Background: an optimization exercise with open tools, aiming at small area, a short achievable clock period and few clock cycles. Do not read the settings as production practice.
Only simulation tests tie the RTL to the original design; equivalence was not proved.
Power and IR drop assume default switching activity.

### flow/run.sh
#!/bin/bash
# synth_recipe.tcl (not shown) runs the flow's synth.tcl, then flattens the netlist and writes it again
# the make line also repeats each setting of config.mk as NAME=value (left out here)
make -C /OpenROAD-flow-scripts/flow DESIGN_CONFIG=/design/flow/config.mk WORK_HOME=/design/flow/orfs CLKGATE_MAP_FILE= SYNTH_SCRIPT=/design/flow/synth_recipe.tcl finish
### flow/design.v
`timescale 1ns / 1ps
package gmdfs_pkg;
	localparam int GRID_ROWS  = 8;
	localparam int GRID_COLS  = 8;
	localparam int CELL_SLOTS = 64;
	localparam int IDX_W      = 6;
	localparam int SP_W       = 7;
	localparam logic CMD_LOAD = 1'b0;
	localparam logic CMD_RUN  = 1'b1;
	typedef logic [IDX_W-1:0] cell_idx_t;
	typedef enum logic [2:0] {
		ST_IDLE,
		ST_POP,
		ST_TEST,
		ST_EXPAND,
		ST_MISS,
		ST_EMIT,
		ST_PREV
	} state_t;
	typedef enum logic [1:0] {
		DIR_RIGHT,
		DIR_DOWN,
		DIR_LEFT,
		DIR_UP
	} dir_t;
	typedef struct packed {
		logic      inb;
		cell_idx_t idx;
	} neigh_t;
endpackage
`timescale 1ns / 1ps
module gmdfs_neigh (
	input  gmdfs_pkg::cell_idx_t cur,
	input  gmdfs_pkg::dir_t      dir,
	output gmdfs_pkg::neigh_t    nb
);
	logic [2:0] row;
	logic [2:0] col;
	logic [3:0] row_nx;
	logic [3:0] col_nx;
	assign row    = cur[5:3];
	assign col    = cur[2:0];
	assign row_nx = {1'b0, row} + 4'd1;
	assign col_nx = {1'b0, col} + 4'd1;
	always_comb begin
		nb.inb = 1'b0;
		nb.idx = cur;
		case (dir)
			gmdfs_pkg::DIR_RIGHT: begin
				nb.inb = col_nx < 4'(gmdfs_pkg::GRID_COLS);
				nb.idx = {row, col_nx[2:0]};
			end
			gmdfs_pkg::DIR_DOWN: begin
				nb.inb = row_nx < 4'(gmdfs_pkg::GRID_ROWS);
				nb.idx = {row_nx[2:0], col};
			end
			gmdfs_pkg::DIR_LEFT: begin
				nb.inb = col != 3'd0;
				nb.idx = {row, col - 3'd1};
			end
			gmdfs_pkg::DIR_UP: begin
				nb.inb = row != 3'd0;
				nb.idx = {row - 3'd1, col};
			end
			default: begin
				nb.inb = 1'b0;
				nb.idx = cur;
			end
		endcase
	end
endmodule
`timescale 1ns / 1ps
module grid_maze_dfs_path_finder (
	input  logic       clk,
	input  logic       arst_n,
	input  logic       item_valid,
	output logic       item_stall,
	input  logic       cmd,
	input  logic [2:0] cell_row,
	input  logic [2:0] cell_col,
	input  logic       blocked,
	output logic       result_valid,
	input  logic       result_stall,
	output logic       found,
	output logic [2:0] path_row,
	output logic [2:0] path_col,
	output logic       last
);
	gmdfs_pkg::state_t state_q;
	gmdfs_pkg::state_t state_nx;
	gmdfs_pkg::dir_t   dir_q;
	logic [gmdfs_pkg::CELL_SLOTS-1:0] wall_q;
	logic [gmdfs_pkg::CELL_SLOTS-1:0] visited_q;
	logic [gmdfs_pkg::SP_W-1:0]       sp_q;
	gmdfs_pkg::cell_idx_t             cur_q;
	gmdfs_pkg::cell_idx_t stack_mem_q [gmdfs_pkg::CELL_SLOTS];
	gmdfs_pkg::cell_idx_t prev_mem_q  [gmdfs_pkg::CELL_SLOTS];
	gmdfs_pkg::cell_idx_t stk_rd_q;
	gmdfs_pkg::cell_idx_t prev_rd_q;
	gmdfs_pkg::neigh_t nb;
	logic   item_acc;
	logic   result_acc;
	logic   load_ok;
	logic   enter;
	logic   at_goal;
	logic   at_start;
	gmdfs_pkg::cell_idx_t stk_raddr;
	logic      stk_re;
	gmdfs_neigh u_neigh (
		.cur (cur_q),
		.dir (dir_q),
		.nb  (nb)
	);
	assign item_acc   = item_valid && !item_stall;
	assign result_acc = result_valid && !result_stall;
	assign load_ok    = ({1'b0, cell_row} < 4'(gmdfs_pkg::GRID_ROWS)) &&
		({1'b0, cell_col} < 4'(gmdfs_pkg::GRID_COLS));
	assign enter      = nb.inb && !wall_q[nb.idx] && !visited_q[nb.idx];
	assign at_goal    = ({1'b0, stk_rd_q[5:3]} == 4'(gmdfs_pkg::GRID_ROWS - 1)) &&
		({1'b0, stk_rd_q[2:0]} == 4'(gmdfs_pkg::GRID_COLS - 1));
	assign at_start   = cur_q == '0;
	assign stk_raddr  = 6'(sp_q - 7'd1);
	assign stk_re     = (state_q == gmdfs_pkg::ST_POP) && (sp_q != '0);
	always_comb begin
		state_nx = state_q;
		case (state_q)
			gmdfs_pkg::ST_IDLE: begin
				if (item_acc && cmd == gmdfs_pkg::CMD_RUN) state_nx = gmdfs_pkg::ST_POP;
			end
			gmdfs_pkg::ST_POP: begin
				state_nx = (sp_q == '0) ? gmdfs_pkg::ST_MISS : gmdfs_pkg::ST_TEST;
			end
			gmdfs_pkg::ST_TEST: begin
				state_nx = at_goal ? gmdfs_pkg::ST_EMIT : gmdfs_pkg::ST_EXPAND;
			end
			gmdfs_pkg::ST_EXPAND: begin
				if (dir_q == gmdfs_pkg::DIR_UP) state_nx = gmdfs_pkg::ST_POP;
			end
			gmdfs_pkg::ST_MISS: begin
				if (result_acc) state_nx = gmdfs_pkg::ST_IDLE;
			end
			gmdfs_pkg::ST_EMIT: begin
				if (result_acc) state_nx = at_start ? gmdfs_pkg::ST_IDLE : gmdfs_pkg::ST_PREV;
			end
			gmdfs_pkg::ST_PREV: begin
				state_nx = gmdfs_pkg::ST_EMIT;
			end
			default: begin
				state_nx = gmdfs_pkg::ST_IDLE;
			end
		endcase
	end
	always_comb begin
		item_stall   = state_q != gmdfs_pkg::ST_IDLE;
		result_valid = 1'b0;
		found        = 1'b0;
		path_row     = 3'd0;
		path_col     = 3'd0;
		last         = 1'b0;
		case (state_q)
			gmdfs_pkg::ST_MISS: begin
				result_valid = 1'b1;
				last         = 1'b1;
			end
			gmdfs_pkg::ST_EMIT: begin
				result_valid = 1'b1;
				found        = 1'b1;
				path_row     = cur_q[5:3];
				path_col     = cur_q[2:0];
				last         = at_start;
			end
			default: begin
				result_valid = 1'b0;
			end
		endcase
	end
	always_ff @(posedge clk or negedge arst_n) begin
		if (!arst_n) begin
			state_q   <= gmdfs_pkg::ST_IDLE;
			dir_q     <= gmdfs_pkg::DIR_RIGHT;
			sp_q      <= '0;
			wall_q    <= '0;
			visited_q <= '0;
		end else begin
			state_q <= state_nx;
			case (state_q)
				gmdfs_pkg::ST_IDLE: begin
					if (item_acc && cmd == gmdfs_pkg::CMD_LOAD && load_ok)
						wall_q[{cell_row, cell_col}] <= blocked;
					if (item_acc && cmd == gmdfs_pkg::CMD_RUN) begin
						visited_q <= gmdfs_pkg::CELL_SLOTS'(1);
						sp_q      <= 7'd1;
					end
				end
				gmdfs_pkg::ST_POP: begin
					if (sp_q != '0) sp_q <= sp_q - 7'd1;
				end
				gmdfs_pkg::ST_TEST: begin
					dir_q <= gmdfs_pkg::DIR_RIGHT;
				end
				gmdfs_pkg::ST_EXPAND: begin
					dir_q <= gmdfs_pkg::dir_t'(dir_q + 2'd1);
					if (enter) begin
						visited_q[nb.idx] <= 1'b1;
						if (sp_q < 7'(gmdfs_pkg::CELL_SLOTS)) sp_q <= sp_q + 7'd1;
					end
				end
				default: begin
					dir_q <= dir_q;
				end
			endcase
		end
	end
	always_ff @(posedge clk) begin
		if (state_q == gmdfs_pkg::ST_TEST) cur_q <= stk_rd_q;
		else if (state_q == gmdfs_pkg::ST_PREV) cur_q <= prev_rd_q;
	end
	always_ff @(posedge clk) begin
		if (state_q == gmdfs_pkg::ST_IDLE && item_acc && cmd == gmdfs_pkg::CMD_RUN)
			stack_mem_q[0] <= '0;
		else if (state_q == gmdfs_pkg::ST_EXPAND && enter && sp_q < 7'(gmdfs_pkg::CELL_SLOTS))
			stack_mem_q[sp_q[5:0]] <= nb.idx;
		if (stk_re) stk_rd_q <= stack_mem_q[stk_raddr];
	end
	always_ff @(posedge clk) begin
		if (state_q == gmdfs_pkg::ST_EXPAND && enter) prev_mem_q[nb.idx] <= cur_q;
		if (state_q == gmdfs_pkg::ST_EMIT && result_acc) prev_rd_q <= prev_mem_q[cur_q];
	end
endmodule
### flow/constraint.sdc
create_clock -name core_clock -period 7.0 [get_ports {clk}]
set_input_delay 1.4000 -clock core_clock [delete_from_list [all_inputs] [get_ports {clk}]]
set_output_delay 1.4000 -clock core_clock [all_outputs]
set_load 0.01 [all_outputs]
### flow/config.mk
export PLATFORM = sky130hd
export DESIGN_NAME = grid_maze_dfs_path_finder
export DESIGN_NICKNAME = grid_maze_dfs_path_finder
export VERILOG_FILES = /design/flow/design.v
export SDC_FILE = /design/flow/constraint.sdc
export NUM_CORES = 4
export LEC_CHECK = 0
export CAP_MARGIN = 20
export CORE_MARGIN = 2
export CORE_UTILIZATION = 40
export SLEW_MARGIN = 20
==> summary.txt <==
Timing
The worst path needs 6.32 ns of the cycle, external delays included. Setup repair after global routing left no endpoint under its margin. The final-report hold violation count is 0. The portion of the clock cycle consumed by the worst path in the final layout is 90.3%. The max-slew violation count is 0. The final-layout setup total negative slack is 0 ns. The final setup slack of the worst path is 0.679 ns.

The final clock skew is 0.0490 ns. At the pin with the least slew margin, the transition time is 1.10 ns. The tightest slew margin relative to the limit is 26.9%. Setup violations remaining at the end of the flow were counted as 0. Based on the critical path, the design can be clocked at up to 0.158 GHz.

CTS
The H-tree was split into 3 levels. For this design, the CTS-stage hold fixing added 0 buffers. The clock latency at the later pin of the worst-skew pair is 0.68 ns. In this run the deepest clock path goes through 3 buffers. Gates resized during post-CTS repair numbered 0. The TritonCTS clock tree is yes.

The cell at the root of the clock tree is clkbuf_16. The number of CTS-inserted buffers is 95. The clock sink count is 926. After clock tree synthesis, the clock-pin slew on the worst setup and hold paths is 0.06 ns. In this run the post-CTS setup repair buffer count came out at 0.

GRT
The met1 global-route usage is 26.2%. The most congested layer reported by global routing is met2. In the global route stage, met2 resource usage came out at 28.4%. Global routing finished with a remaining overflow of 0. The via count of the first global-routing pass is 21500. Global routing consumed, over all layers together, 18.2% of the routing resources.

The met3 routing resource usage after global routing is 3.07%. The number of antenna violations at the first check in global routing is 1. The first global-routing pass estimated 140000 um of wire. The largest net degree at the start of global routing is 107.

Die
The horizontal die dimension is 317 um. The full die area is 0.101 mm^2. Once the floorplan was initialized, standard cells occupied 40.5% of the core. For this design the top-level I/O count stands at 22.

The floorplan step set the die height to 317 um. After floorplanning, the core was divided into 114 placement rows. The core box area is 0.0970 mm^2.

Cells and area
The most common cell after layout, fill and taps aside is edfxtp_1. The number of nets in the layout is 2286. The filler cells instantiated in the layout total 8111. The top cell types in the final layout, fill and taps aside, are edfxtp_1 (786), mux4_2 (258), nand2_1 (189), dfrtp_1 (138), nor4_2 (97). Excluding fillers, the count of instances in the completed layout stands at 3610. The area growth from synthesis to layout is 13.5%. The post-route netlist has 27.2% of its cells at a drive strength greater than 1.

Setup path
The sort of element at the end of the critical path is a flip-flop. At the worst endpoint, the arrival time is 6.59 ns. The number of buffers and inverters on the critical path is 4. Traced cell by cell, the critical path runs through inv_1 > ha_1 > mux2i_1 > o21ai_1 > nand4_1 > a2111oi_0 > a311o_1 > nor4_4 > buf_4 > nand2_8 > buf_4 > nor3_2 > buf_4. The most used cell along the critical path is buf_4.

Grouping stages by cell kind, the critical path spends the most delay in compound AO/OA/AOI/OAI gates. On the critical path, the stage with the largest delay is an instance of nand4_1. The highest cell delay on the worst timing path is 0.94 ns.

The worst setup path is launched from a flip-flop. The critical path in this run is classified as reg -> reg. The required time at the endpoint of the critical path is 7.26 ns. The maximum fanout along the worst path is 64.

Placement
The worst setup slack before clock tree synthesis is 0.873 ns. The number of placed instances with taps included is 3431. The HPWL after detailed placement is 57800 um. The routability congestion estimate is 0.850. The count of input and output buffers is 21.

Power
In this run the static leakage power is 13.5 nW. The internal power of the cells totals 0.0103 W. Dividing total power by cell area gives a power density of 336 mW/mm^2. Of the total power, the share spent switching nets is 31.5%. The switching power total is 0.00471 W. The part of the total power dissipated in the clock network is 34.7%. The logic gate share of total power is 23.8%. The overall power is 0.0150 W. The peak supply drop is 0.232 mV. Sequential cells burn 41.5% of the power.

Logic synthesis
The cell area that synthesis handed to floorplanning was 0.0393 mm^2. Yosys printed 2 warnings. Synthesis handed over a netlist of 2209 instances. After synthesis, the mean cell area works out to 17.8 um^2.

The synthesized design contains 926 register bits. The sequential fraction of the synthesis area is 69.0%. The proportion of register bits with asynchronous set or reset after synthesis is 15.1%. Among all flip-flop cells after synthesis, the most frequent one is edfxtp_1. Counting flops with a built-in enable in the synthesized netlist gives 786. Yosys attributes the largest share of cell area to edfxtp_1 (60%), mux4_2 (15%), dfrtp_1 (8.9%).

The largest total area in the synthesized netlist belongs to edfxtp_1. Synthesis produced a netlist with a net count of 2241. The distinct cell type count after synthesis is 74.

The share of synthesized area in the top cell type comes to 60.1%.

Routing
The routed wire length is 92100 um. The first routing iteration left 2150 violations. The detail-routed net length per standard cell is 25.5 um. The via density per instance is 5.87. The first TritonRoute pass finished after 6 iterations. After detailed routing, the number of remaining DRC violations is 0. The overall via count from detail_route is 21200.

The remaining antenna violation count is 0.

Hold path
The path class of the tightest hold or removal check is reg -> reg.

Run status
The run finished with no timing, DRC or antenna violations.

Job
The number of maximum-capacitance violations is 0.
==> cell type report <==
class,instances,area (um^2),share of cell area [%]
flip-flops and latches,926,27100,60.8
multi-input cells,1102,11700,26.3
clock buffers,114,2470,5.54
well taps,1276,1600,3.58
repair buffers,104,847,1.90
clock inverters,62,771,1.73
inverters,25,93.8,0.210
diodes,1,2.50,0.00561
==> worst register-to-register path, stage by stage (launching register included) <==
cell,delay (ns)
edfxtp_1,0.72
inv_1,0.31
ha_1,0.36
mux2i_1,0.14
o21ai_1,0.71
nand4_1,0.94
a2111oi_0,0.87
a311o_1,0.26
nor4_4,0.06
buf_4,0.21
nand2_8,0.37
buf_4,0.47
nor3_2,0.07
buf_4,0.34
==> kinds of logic (layout without fill, tap and decap cells) <==
| logic type | count (synthesis) | after routing | synth area share [%] |
|---|---|---|---|
| AOI/OAI and AO/OA | 223 | 223 | 4.19 |
| xor gates and xnor gates | 21 | 21 | 0.468 |
| adders and majority gates | 20 | 20 | 0.637 |
| buffers and inverters | 181 | 305 | 1.99 |
| DFF | 926 | 926 | 69.0 |
| muxes | 297 | 297 | 15.9 |
| other | 0 | 1 | 0 |
| and+or+nand+nor | 541 | 541 | 7.85 |
==> sequential cells by signal, summed over array words and instances (netlist names) <==
name	count
sp_q	7
state_q	3
prev_rd_q	6
cur_q	6
visited_q	64
prev_mem_q	384
dir_q	2
stk_rd_q	6
stack_mem_q	384
wall_q	64
==> metrics by stage <==
step	util, %	cell area [um^2]	hold WS (ns)
detailed placement	42.4	41100	0.462
floorplan	-	39300	0.438
finish	46.0	44600	0.473
global route	46.0	44600	0.487
CTS	45.8	44400	0.475
global placement	42.4	41100	0.459
==> final timing paths <==
path	startpoint	slack, ns	endpoint	cells after the start
setup reg to reg	cur_q[4]$_DFFE_PP_	0.68	stack_mem_q[49][0]$_DFFE_PP_	13
hold / removal	visited_q[16]$_DFFE_PN0P_	0.47	visited_q[16]$_DFFE_PN0P_	2
setup / recovery	cur_q[4]$_DFFE_PP_	0.68	stack_mem_q[49][0]$_DFFE_PP_	13
min in group asynchronous	arst_n	0.81	wall_q[15]$_DFFE_PN0P_	1
hold reg to reg	visited_q[16]$_DFFE_PN0P_	0.47	visited_q[16]$_DFFE_PN0P_	2
max in group asynchronous	arst_n	5.08	visited_q[16]$_DFFE_PN0P_	2
==> per-layer routing <==
layer / up-vias / share of wire, % / wire, um
li1: 9148 / - / -
met1: 11100 / 44 / 40200
met2: 774 / 47 / 43500
met3: 157 / 6.3 / 5800
met4: 2 / 2.9 / 2680
met5: - / 0.014 / 13
==> synth_stat cells (all sizes together), types with 3 or more instances <==
master / number
a32oi: 4
ha: 20
xnor2: 17
o22ai: 4
nand4: 14
o21ai: 59
and3: 11
a22oi: 4
a21oi: 9
nor2b: 6
nor3: 47
nor2: 60
a211oi: 10
mux2i: 17
mux4: 258
o41ai: 20
a32o: 3
o21a: 3
nor4: 131
nand2: 191
a311oi: 3
dfrtp: 140
mux2: 22
nand2b: 9
xor2: 4
or3: 8
a22o: 34
clkbuf: 93
o31ai: 29
inv: 25
nand3: 46
edfxtp: 786
buf: 63
o21bai: 4
a31oi: 10
o211ai: 7
and2: 8
==> power by group through the flow <==
| stage | combinational, W | sequential, W | clock, W |
|---|---|---|---|
| 2_1_floorplan | 0.00237 | 0.00625 | 0 |
| 3_3_place_gp | 0.00348 | 0.00632 | 0 |
| 3_5_place_dp | 0.00351 | 0.00632 | 0 |
| 4_1_cts | 0.00353 | 0.00621 | 0.00528 |
| 5_1_grt | 0.00376 | 0.00622 | 0.00550 |
| 6_report | 0.00356 | 0.00621 | 0.00520 |
Testbench counts, summed over its fixed seeds: cycles 118,454.

==> static timing again, ports no longer ideal <==
In the flow no input, the clock included, has a driving cell. The finished layout below was timed again as built, in two steps. Step 1 assumes that a clkbuf_16 drives the clock port and a buf_2 every other input. Step 2 times the ports against the registers' clock, not the clock port: input delays grow and output delays shrink by t, the midpoint of the rising clock arrivals with the driver on. Three values: no drivers, after step 1, after step 2; two values: the first two.
shift t [ns]: 0.718
slack for setup (ns): 0.679 / 0.679 / 0.679
hold slack, ns: 0.473 / 0.473 / 0.473
slew at the worst register clock pin (ns): 0.07 / 0.07
pins driven straight from the clock port: 1
After both steps this run still meets setup and hold. For this run, drivers alone change the setup slack by 0.000 ns; drivers and shift together by 0.000 ns.
